What follows belongs to an exercise in optimizing a design on an open flow for small area and a short achievable clock period; a production flow would make more cautious choices.
In this exercise RTL edits were held to simulation tests only and were not proved equivalent to the original.
Power is estimated from default activity; no workload was simulated.

==> flow/design.v (outline; a module is shown in full before it is edited, if it fits) <==
// module approx_err_booth_enc: 55 lines
// module approx_err_mul_a: 1903 lines
// module approx_err_mul_b: 272 lines
// module approx_err_add: 27 lines
// module approx_err_monitor: 162 lines
module approx_err_monitor
#(
  parameter int WINDOW = 1024,
  parameter int CNT_W  = 32,
  parameter int SUM_W  = 80
) (
  input  logic              clk,
  input  logic              rst_n,
  input  logic              start,
  input  logic              in_valid,
  output logic              in_ready,
  input  logic [approx_err_pkg::OP_W-1:0]   a,
  input  logic [approx_err_pkg::OP_W-1:0]   b,
  input  logic [approx_err_pkg::PROD_W-1:0] approx_y,
  output logic              busy,
  output logic              rpt_valid,
  input  logic              rpt_ready,
  output logic [CNT_W-1:0]  err_count,
  output logic [SUM_W-1:0]  err_sum,
  output logic [approx_err_pkg::PROD_W-1:0] err_max,
  output logic [approx_err_pkg::OP_W-1:0]   err_max_a,
  output logic [approx_err_pkg::OP_W-1:0]   err_max_b,
  output logic [CNT_W-1:0]  sample_count
);
  // ...
==> flow/flow/run.sh <==
#!/bin/bash
# The standard layout (standard.sh), with the resizer's setup repair aiming for a margin of
# 6.4 ns below the 10 ns clock period instead of 0, so that it sizes and buffers the datapath
# for a period of about 3.6 ns. The make log goes to standard_flow.log; each ORFS step keeps its
# own log under orfs/logs/.
set -euo pipefail
bash standard.sh SETUP_SLACK_MARGIN=6.4 TNS_END_PERCENT=100 finish > standard_flow.log 2>&1
==> flow/standard.sh <==
#!/bin/bash
# synth_recipe.tcl (not shown) runs the flow's synth.tcl, then flattens the netlist and writes it again
# the make line also repeats each setting of config.mk as NAME=value (left out here)
make -C /OpenROAD-flow-scripts/flow DESIGN_CONFIG=/design/flow/config.mk WORK_HOME=/design/flow/orfs CLKGATE_MAP_FILE= SYNTH_SCRIPT=/design/flow/synth_recipe.tcl "${@:-finish}"
==> flow/config.mk <==
export PLATFORM = sky130hd
export DESIGN_NAME = approx_err_monitor
export DESIGN_NICKNAME = approx_err_monitor
export VERILOG_FILES = /design/flow/design.v
export SDC_FILE = /design/flow/constraint.sdc
export NUM_CORES = 4
export LEC_CHECK = 0
export CAP_MARGIN = 20
export CORE_MARGIN = 2
export CORE_UTILIZATION = 40
export SLEW_MARGIN = 20
==> flow/constraint.sdc <==
create_clock -name core_clock -period 10.0 [get_ports {clk}]
set_input_delay 2.0000 -clock core_clock [delete_from_list [all_inputs] [get_ports {clk}]]
set_output_delay 2.0000 -clock core_clock [all_outputs]
set_load 0.01 [all_outputs]
==> results.sh, run 1 <==
export IMPL_status="finished clean"
export IMPL_top_usage_layer="met2"
export IMPL_final_cells=7636
export IMPL_crit_type="register to register"
export IMPL_regMostFlops="h1"
export IMPL_peakVddDrop_mv=0.285
export IMPL_design_area_um2=64900
export IMPL_required_ns=10.58
export IMPL_critPathBufInv=2
export IMPL_cts_setup_buffers=51
export IMPL_inverters=804
export IMPL_r2r_end="t2[63]"
export IMPL_synth_top_area_share_pct=29.0
export IMPL_crit_fanout=4
export IMPL_max_slew_margin_pct=23.2
export IMPL_synthXorXnorAreaFrac_pct=12.6
export IMPL_seq_share_pct=24.2
export IMPL_die_width_um=369
export IMPL_cpPeakStageDelay_ns=0.56
export IMPL_route_detailed_drc=0
export IMPL_synth_common_cells="inv_1 (791), dfxtp_1 (772), xnor2_1 (557), fa_1 (534), a22oi_1 (496)"
export IMPL_synth_edf_count=0
export IMPL_antennaDiodeCount=6
export IMPL_synth_main_ff_cell="dfxtp_1"
export IMPL_crit_end="t2[63]"
export IMPL_ff_latch_area_um2=15700
export IMPL_core_area_um2=132000
export IMPL_clkLatencyLatePin_ns=0.73
export IMPL_synth_top_family_by_area="adder cells"
export IMPL_max_freq_ghz=0.257
export IMPL_portBuffers=348
export IMPL_start_util_pct=40.4
export IMPL_post_drt_wl_per_cell_um=24.8
export IMPL_skew_ns=0.0495
export IMPL_hp_class="register to register"
export IMPL_finish_utilization_pct=49.2
export IMPL_arrival_ns=4.47
export IMPL_cts_clk_slew_worst_paths_ns=0.07
export IMPL_taps=1755
export IMPL_clock_tree_root_cell="clkbuf_16"
export IMPL_place_area_um2=57800
export IMPL_die_area_um2=136000
export IMPL_nFlopsAndLatches=772
export IMPL_grt_overflow=0
export IMPL_setup_worst_path_start="h1[86]"
==> inputs of run 2 (changes only) <==
==> flow/flow/run.sh (replaced) <==
#!/bin/bash
# The standard layout (standard.sh), with the resizer's setup repair aiming for a margin of
# 6.1 ns below the 10 ns clock period instead of 0, so that it sizes and buffers the datapath
# for a period of about 3.9 ns. The make log goes to standard_flow.log; each ORFS step keeps its
# own log under orfs/logs/.
set -euo pipefail
bash standard.sh SETUP_SLACK_MARGIN=6.1 TNS_END_PERCENT=100 finish > standard_flow.log 2>&1
==> results.sh, run 2 <==
export IMPL_status="finished clean"
export IMPL_p_sw_w=0.0101
export IMPL_arrival_ns=4.49
export IMPL_core_area_um2=132000
export IMPL_final_cells=7469
export IMPL_cts_tree="done"
export IMPL_via_count=40100
export IMPL_skew_ns=0.0346
export IMPL_row_count=133
export IMPL_worstHoldStart="a1[14]"
export IMPL_clock_sinks=772
export IMPL_required_ns=10.57
export IMPL_portBuffers=348
export IMPL_end_kind="register"
export IMPL_critPathSlowestCell="fa_1"
export IMPL_detail_route_vias_per_cell=5.37
export IMPL_htreeDepth=3
export IMPL_power_total_w=0.0219
export IMPL_die_width_um=369
export IMPL_ys_seq_area_share_pct=29.0
export IMPL_pwr_share_comb_pct=63.9
export IMPL_final_cell_mix="inv_1 (787), dfxtp_1 (714), xnor2_1 (557)"
export IMPL_die_area_um2=136000
export IMPL_synth_most_common_cell="inv_1"
export IMPL_hp_class="register to register"
export IMPL_dpl_hpwl_mm=112
export IMPL_hold_viol_final=0
export IMPL_cts_made_buffers=86
export IMPL_fillers=12500
export IMPL_intPower_w=0.0118
export IMPL_synth_top_area_cell="dfxtp_1"
export IMPL_grt_max_degree=80
export IMPL_synth_common_cells="inv_1 (791), dfxtp_1 (772), xnor2_1 (557), fa_1 (534), a22oi_1 (496)"
export IMPL_grt_pass1_wl_mm=252
export IMPL_p_sw_share_pct=46.1
export IMPL_grt_antenna_before_repair=5
export IMPL_setup_viol=0
export IMPL_start_util_pct=40.4
export IMPL_ys_seq_elements=772
export IMPL_drtPass1Iterations=6
export IMPL_ios=408
export IMPL_clkLatencyLatePin_ns=0.72
export IMPL_finish_utilization_pct=46.8
export IMPL_power_density_nw_per_um2=354
export IMPL_worst_pin_slew_ns=1.01
export IMPL_max_freq_ghz=0.255
export IMPL_clock_tree_root_cell="clkbuf_16"
export IMPL_gp_congestion=0.884
export IMPL_crit_path_start_kind="register"
export IMPL_layout_commonest_cell="inv_1"
export IMPL_cts_clk_slew_worst_paths_ns=0.07
export IMPL_fin_tns_setup_ns=0
export IMPL_drive_above_1_share_pct=6.51
export IMPL_yosys_warnings=4
export IMPL_netlist_instances=5510
export IMPL_cpPeakStageDelay_ns=0.58
export IMPL_synth_edf_count=0
export IMPL_max_slew_margin_pct=32.8
export IMPL_ys_top_cells_by_area="dfxtp_1 (29%), fa_1 (20%), xnor2_1 (9.2%)"
export IMPL_crit_fanout=8
export IMPL_grt_overflow=0
export IMPL_area_growth_syn_to_layout_pct=15.8
export IMPL_synth_area_um2=53300
export IMPL_reg_largest_list="h1: 163 flops, t2: 65 flops"
export IMPL_rsz0062_at_grt="true"
export IMPL_layout_nets=6595
export IMPL_synthArstFlopShare_pct=0
export IMPL_wirelength_mm=168
export IMPL_synth_main_ff_cell="dfxtp_1"
export IMPL_pwr_share_seq_pct=21.1
export IMPL_maxCapViolations=0
export IMPL_post_drt_wl_per_cell_um=22.5
export IMPL_largest_reg_flops=163
export IMPL_synth_top_area_share_pct=29.0
export IMPL_clockBufferDepth=3
export IMPL_cellLeakagePower_nw=26.2
export IMPL_period_minus_slack_ns=3.92
export IMPL_critical_path_top_delay_family="adder cells"
export IMPL_slew_viol_final=0
export IMPL_reg2reg_from="h1[88]"
export IMPL_route_detailed_drc=0
export IMPL_critPathBufInv=2
export IMPL_setup_worst_path_start="h1[88]"
export IMPL_crit_chain="fa_1, inv_2, fa_1, inv_2, ha_4, and3_4, and2_4, nand2_1, nor2_2, a21boi_4, and3b_2, o31ai_4, a221o_1, nor4bb_1, or3_1"
export IMPL_fin_crit_sh_pct=39.2
export IMPL_grtUsageTotal_pct=24.3
export IMPL_synth_area_per_cell_um2=9.67
export IMPL_regMostFlops="h1"
export IMPL_grt_pass1_vias=40600
export IMPL_ctsHoldBuffers=0
export IMPL_peakVddDrop_mv=0.280
export IMPL_dp_cells=7287
export IMPL_die_y_um=369
export IMPL_drt_iter0_drc=3809
export IMPL_p_clk_share_pct=15.0
export IMPL_synth_cell_types=74
export IMPL_ant_nets=0
export IMPL_crit_type="register to register"
-- run 2: cell counts after synthesis --
No cell type changed its count.
-- run 2: path summary, 6_finish.rpt --
kind,slack [ns],endpoint,cells past startpoint
worst max-delay path,6.08,t2[63],15
worst min-delay path,0.31,a2[14],0
worst max register to register,6.08,t2[63],15
worst min register to register,0.31,a2[14],0
-- run 2: logic make-up (layout without fill, tap and decap cells) --
| kind of cell | Yosys count | count (layout) | share of synthesized area, % |
|---|---|---|---|
| buffers and inverters | 1240 | 1384 | 9.15 |
| AO/OA/AOI/OAI | 1035 | 1035 | 13.6 |
| adder cells (fa/ha/maj) | 821 | 821 | 26.8 |
| AND/OR/NAND/NOR | 801 | 801 | 7.45 |
| flip-flops | 772 | 772 | 29.0 |
| XOR/XNOR | 768 | 768 | 12.6 |
| multiplexers | 71 | 71 | 1.33 |
| other | 2 | 62 | 0.0141 |
-- run 2: area by class of cell --
class	count	area [um^2]	share of cell area, %
Inverter	804	3060	4.96
Tap cell	1755	2200	3.56
Antenna cell	3	7.51	0.0122
Clock buffer	110	2380	3.86
Sequential cell	772	15600	25.3
Multi-Input combinational cell	3555	33600	54.4
Clock inverter	48	584	0.947
Timing Repair Buffer	422	4260	6.91
-- run 2: metal layers --
layer,up-vias,part of all wire [%],routed length [um],global-route usage [%]
li1,18100,-,-,-
met1,19100,41,69200,31.8
met2,2337,43,71900,37.4
met3,608,11,18100,6.70
met4,4,5.1,8480,10.6
met5,-,0.018,30,0
-- run 2: through the flow --
step / setup WS (ns) / hold WS [ns] / area [um^2]
final: 6.08 / 0.310 / 61700
after global routing: 5.98 / 0.313 / 61700
after CTS: 6.05 / 0.305 / 61200
after detailed placement: 4.52 / 0.312 / 57800
after global placement: 4.60 / 0.310 / 57800
after floorplan: 6.11 / 0.310 / 53500
-- run 2: power groups by stage --
stage | sequential (W) | combinational (W) | clock, W
6_report | 0.00460 | 0.0140 | 0.00328
5_1_grt | 0.00466 | 0.0156 | 0.00351
4_1_cts | 0.00459 | 0.0133 | 0.00339
3_5_place_dp | 0.00466 | 0.0130 | 0
3_3_place_gp | 0.00465 | 0.0127 | 0
2_1_floorplan | 0.00435 | 0.00896 | 0
-- run 2: what timing repair did --
item | CTS | global route
pin swaps | 8 | 14
endpoints found under the setup margin | 275 | 156
resized for setup | 87 | 97
gates cloned | 2 | 0
setup buffers | 4 | 15
==> inputs of run 3 (changes only) <==
==> flow/flow/run.sh (replaced) <==
#!/bin/bash
# The standard layout (standard.sh) with two changes to how it is made:
#  - the resizer's setup repair aims for a margin of 6.1 ns below the 10 ns clock period instead
#    of 0, so that it sizes and buffers the datapath for a period of about 3.9 ns;
#  - every input and output port still gets its own buffer, but a buf_1 instead of the
#    clkdlybuf4s50_1 that buffer_ports picks by default.
# The make log goes to standard_flow.log; each ORFS step keeps its own log under orfs/logs/.
set -euo pipefail
bash standard.sh SETUP_SLACK_MARGIN=6.1 TNS_END_PERCENT=100 \
  "BUFFER_PORTS_ARGS=-buffer_cell sky130_fd_sc_hd__buf_1" finish > standard_flow.log 2>&1
==> results.sh, run 3 <==
export IMPL_layout_commonest_cell="inv_1"
export IMPL_grt_pass1_wl_mm=249
export IMPL_setup_ws_ns=6.07
export IMPL_area_growth_syn_to_layout_pct=11.6
export IMPL_grtUsageTotal_pct=24.1
export IMPL_period_minus_slack_ns=3.93
export IMPL_dp_slack_ns=4.30
export IMPL_ant_nets=0
export IMPL_cts_tree="done"
export IMPL_synth_top_family_by_area="adder cells"
export IMPL_ys_seq_area_share_pct=29.0
export IMPL_netlist_instances=5510
export IMPL_yosys_warnings=4
export IMPL_dpl_hpwl_mm=112
export IMPL_hold_viol_final=0
export IMPL_clkLatencyLatePin_ns=0.71
export IMPL_max_freq_ghz=0.255
export IMPL_core_area_um2=132000
export IMPL_drt_iter0_drc=3809
export IMPL_synth_common_cells="inv_1 (791), dfxtp_1 (772), xnor2_1 (557), fa_1 (534), a22oi_1 (496)"
export IMPL_synthMuxAreaShare_pct=1.33
export IMPL_synthXorXnorAreaFrac_pct=12.6
export IMPL_synth_top_area_share_pct=29.0
export IMPL_layout_nets=6608
export IMPL_synth_cell_types=74
export IMPL_peakVddDrop_mv=0.264
export IMPL_maxCapViolations=0
export IMPL_hp_class="register to register"
export IMPL_cpPeakStageDelay_ns=0.57
export IMPL_power_density_nw_per_um2=363
export IMPL_cts_made_buffers=86
export IMPL_crit_chain="fa_1, inv_1, fa_1, inv_1, ha_2, and3_1, nand2_1, nor2_2, a21boi_4, and3b_2, o31ai_4, a221o_1, nor4bb_1, or3_1"
export IMPL_synth_main_ff_cell="dfxtp_1"
export IMPL_ctsHoldBuffers=0
export IMPL_clock_tree_root_cell="clkbuf_16"
export IMPL_status="finished clean"
export IMPL_crit_fanout=6
export IMPL_crit_path_start_kind="register"
export IMPL_clockBufferDepth=3
export IMPL_final_cell_mix="inv_1 (788), dfxtp_1 (716), xnor2_1 (557)"
export IMPL_grt_antenna_before_repair=9
export IMPL_detail_route_vias_per_cell=5.37
export IMPL_gp_congestion=0.911
export IMPL_critPathSlowestCell="fa_1"
export IMPL_rsz0062_at_grt="true"
export IMPL_reg_largest_list="h1: 163 flops, t2: 65 flops"
export IMPL_die_area_um2=136000
export IMPL_grt_overflow=0
export IMPL_synthArstFlopShare_pct=0
export IMPL_clock_sinks=772
export IMPL_synth_area_um2=53300
export IMPL_cellLeakagePower_nw=25.3
export IMPL_row_count=133
export IMPL_fin_tns_setup_ns=0
export IMPL_synth_simple_area_share_pct=7.45
export IMPL_crit_type="register to register"
export IMPL_synth_most_common_cell="inv_1"
export IMPL_die_width_um=369
export IMPL_end_kind="register"
export IMPL_dp_cells=7293
export IMPL_power_total_w=0.0216
export IMPL_worst_pin_slew_ns=0.996
export IMPL_wirelength_mm=167
export IMPL_synth_area_per_cell_um2=9.67
export IMPL_grt_pass1_vias=40400
export IMPL_drtPass1Iterations=7
export IMPL_final_cells=7480
export IMPL_arrival_ns=4.49
export IMPL_required_ns=10.57
export IMPL_antennaDiodeCount=0
export IMPL_die_y_um=369
export IMPL_skew_ns=0.0247
export IMPL_start_util_pct=40.4
export IMPL_fin_crit_sh_pct=39.3
export IMPL_ys_top_cells_by_area="dfxtp_1 (29%), fa_1 (20%), xnor2_1 (9.2%)"
export IMPL_synth_compound_area_share_pct=13.6
export IMPL_setup_viol=0
export IMPL_largest_reg_flops=163
export IMPL_ys_seq_elements=772
export IMPL_ios=408
export IMPL_post_drt_wl_per_cell_um=22.4
export IMPL_synth_edf_count=0
export IMPL_grt_max_degree=115
export IMPL_regMostFlops="h1"
export IMPL_drive_above_1_share_pct=6.41
export IMPL_slew_viol_final=0
export IMPL_synth_top_area_cell="dfxtp_1"
export IMPL_portBuffers=348
export IMPL_via_count=40200
export IMPL_htreeDepth=3
export IMPL_route_detailed_drc=0
export IMPL_cts_clk_slew_worst_paths_ns=0.06
export IMPL_synthAdderAreaFrac_pct=26.8
export IMPL_max_slew_margin_pct=33.6
[run 3: path summary, 6_finish.rpt]
check              start  depth (start not counted)  endpoint  slack, ns
setup / recovery  h1[99]                         14    t2[63]       6.07
hold / removal    b0[12]                          0    b1[12]       0.31
setup reg to reg  h1[99]                         14    t2[63]       6.07
hold reg to reg   b0[12]                          0    b1[12]       0.31
[run 3: worst max-delay path: cells and delay by family, from the launching register on]
| family | cells | cell delay [ns] |
|---|---|---|
| AOI/OAI and AO/OA | 3 | 0.73 |
| buffers and inverters | 2 | 0.10 |
| and+or+nand+nor | 6 | 1.22 |
| adders and majority gates | 3 | 1.41 |
| DFF | 1 | 0.31 |
[run 3: through the flow]
stage / hold WS (ns) / util (%) / instance area, um^2
final: 0.313 / 45.1 / 59500
after global routing: 0.324 / 45.1 / 59500
after CTS: 0.319 / 44.8 / 59000
after detailed placement: 0.312 / 42.2 / 55700
after global placement: 0.310 / 42.2 / 55700
after floorplan: 0.310 / - / 53500
[run 3: final cells by class]
| cell class | instances | area (um^2) |
|---|---|---|
| Clock buffer | 118 | 2390 |
| Clock inverter | 41 | 475 |
| Fill cell | 12700 | 72300 |
| Inverter | 804 | 3070 |
| Multi-Input combinational cell | 3556 | 33500 |
| Sequential cell | 772 | 15600 |
| Tap cell | 1755 | 2200 |
| Timing Repair Buffer | 434 | 2200 |
[run 3: cell families (layout without fill, tap and decap cells)]
family / after synthesis / count (layout)
buffers and inverters: 1240 / 1397
XOR/XNOR: 768 / 768
AO/OA/AOI/OAI: 1035 / 1036
adder cells (fa/ha/maj): 821 / 821
AND/OR/NAND/NOR: 801 / 801
multiplexers: 71 / 71
other: 2 / 59
flip-flops: 772 / 772
[run 3: metal layers]
metal	GRT usage, %	wire length [um]	vias up
met2	36.3	71500	2234
met5	0	41	-
met1	31.6	69300	19300
met3	6.84	18100	537
met4	11.4	8370	6
li1	-	-	18200
[run 3: what timing repair did]
action	4_1_cts	5_1_grt
cloned	3	2
setup buffers	10	13
setup endpoints to repair	283	158
resized for setup	85	77
pin swaps	7	11
hold endpoints to repair	0	0
[run 3: power breakdown]
| part | internal [W] | leakage (nW) | switching [W] |
|---|---|---|---|
| Clock | 0.00186 | 1.39 | 0.00135 |
| Sequential | 0.00396 | 6.44 | 0.000620 |
| Combinational | 0.00575 | 17.5 | 0.00807 |

afterwards: timing with drivers on the ports:
Ports are ideal in the flow. The routed layouts listed here were re-timed in OpenROAD.
Step 1 assumes that a clkbuf_16 drives the clock port and a buf_2 every other input.
Step 2, shift: input delay + t, output delay - t, t = (earliest + latest rising clock arrival at the registers) / 2. This alone moves slack from input paths to output paths.
Slacks: ideal / step 1 / step 2; pairs: ideal / step 1.
| run | t, ns | setup WS [ns] | worst register clock-pin slew, ns | pins driven straight from the clock port |
|---|---|---|---|---|
| run 1 | 0.785 | 6.114 / 6.114 / 6.114 | 0.07 / 0.07 | 1 |
| run 2 | 0.780 | 6.076 / 6.076 / 6.076 | 0.07 / 0.07 | 1 |
| run 3 | 0.770 | 6.074 / 6.074 / 6.074 | 0.07 / 0.07 | 1 |
After both steps every run listed still meets setup and hold.
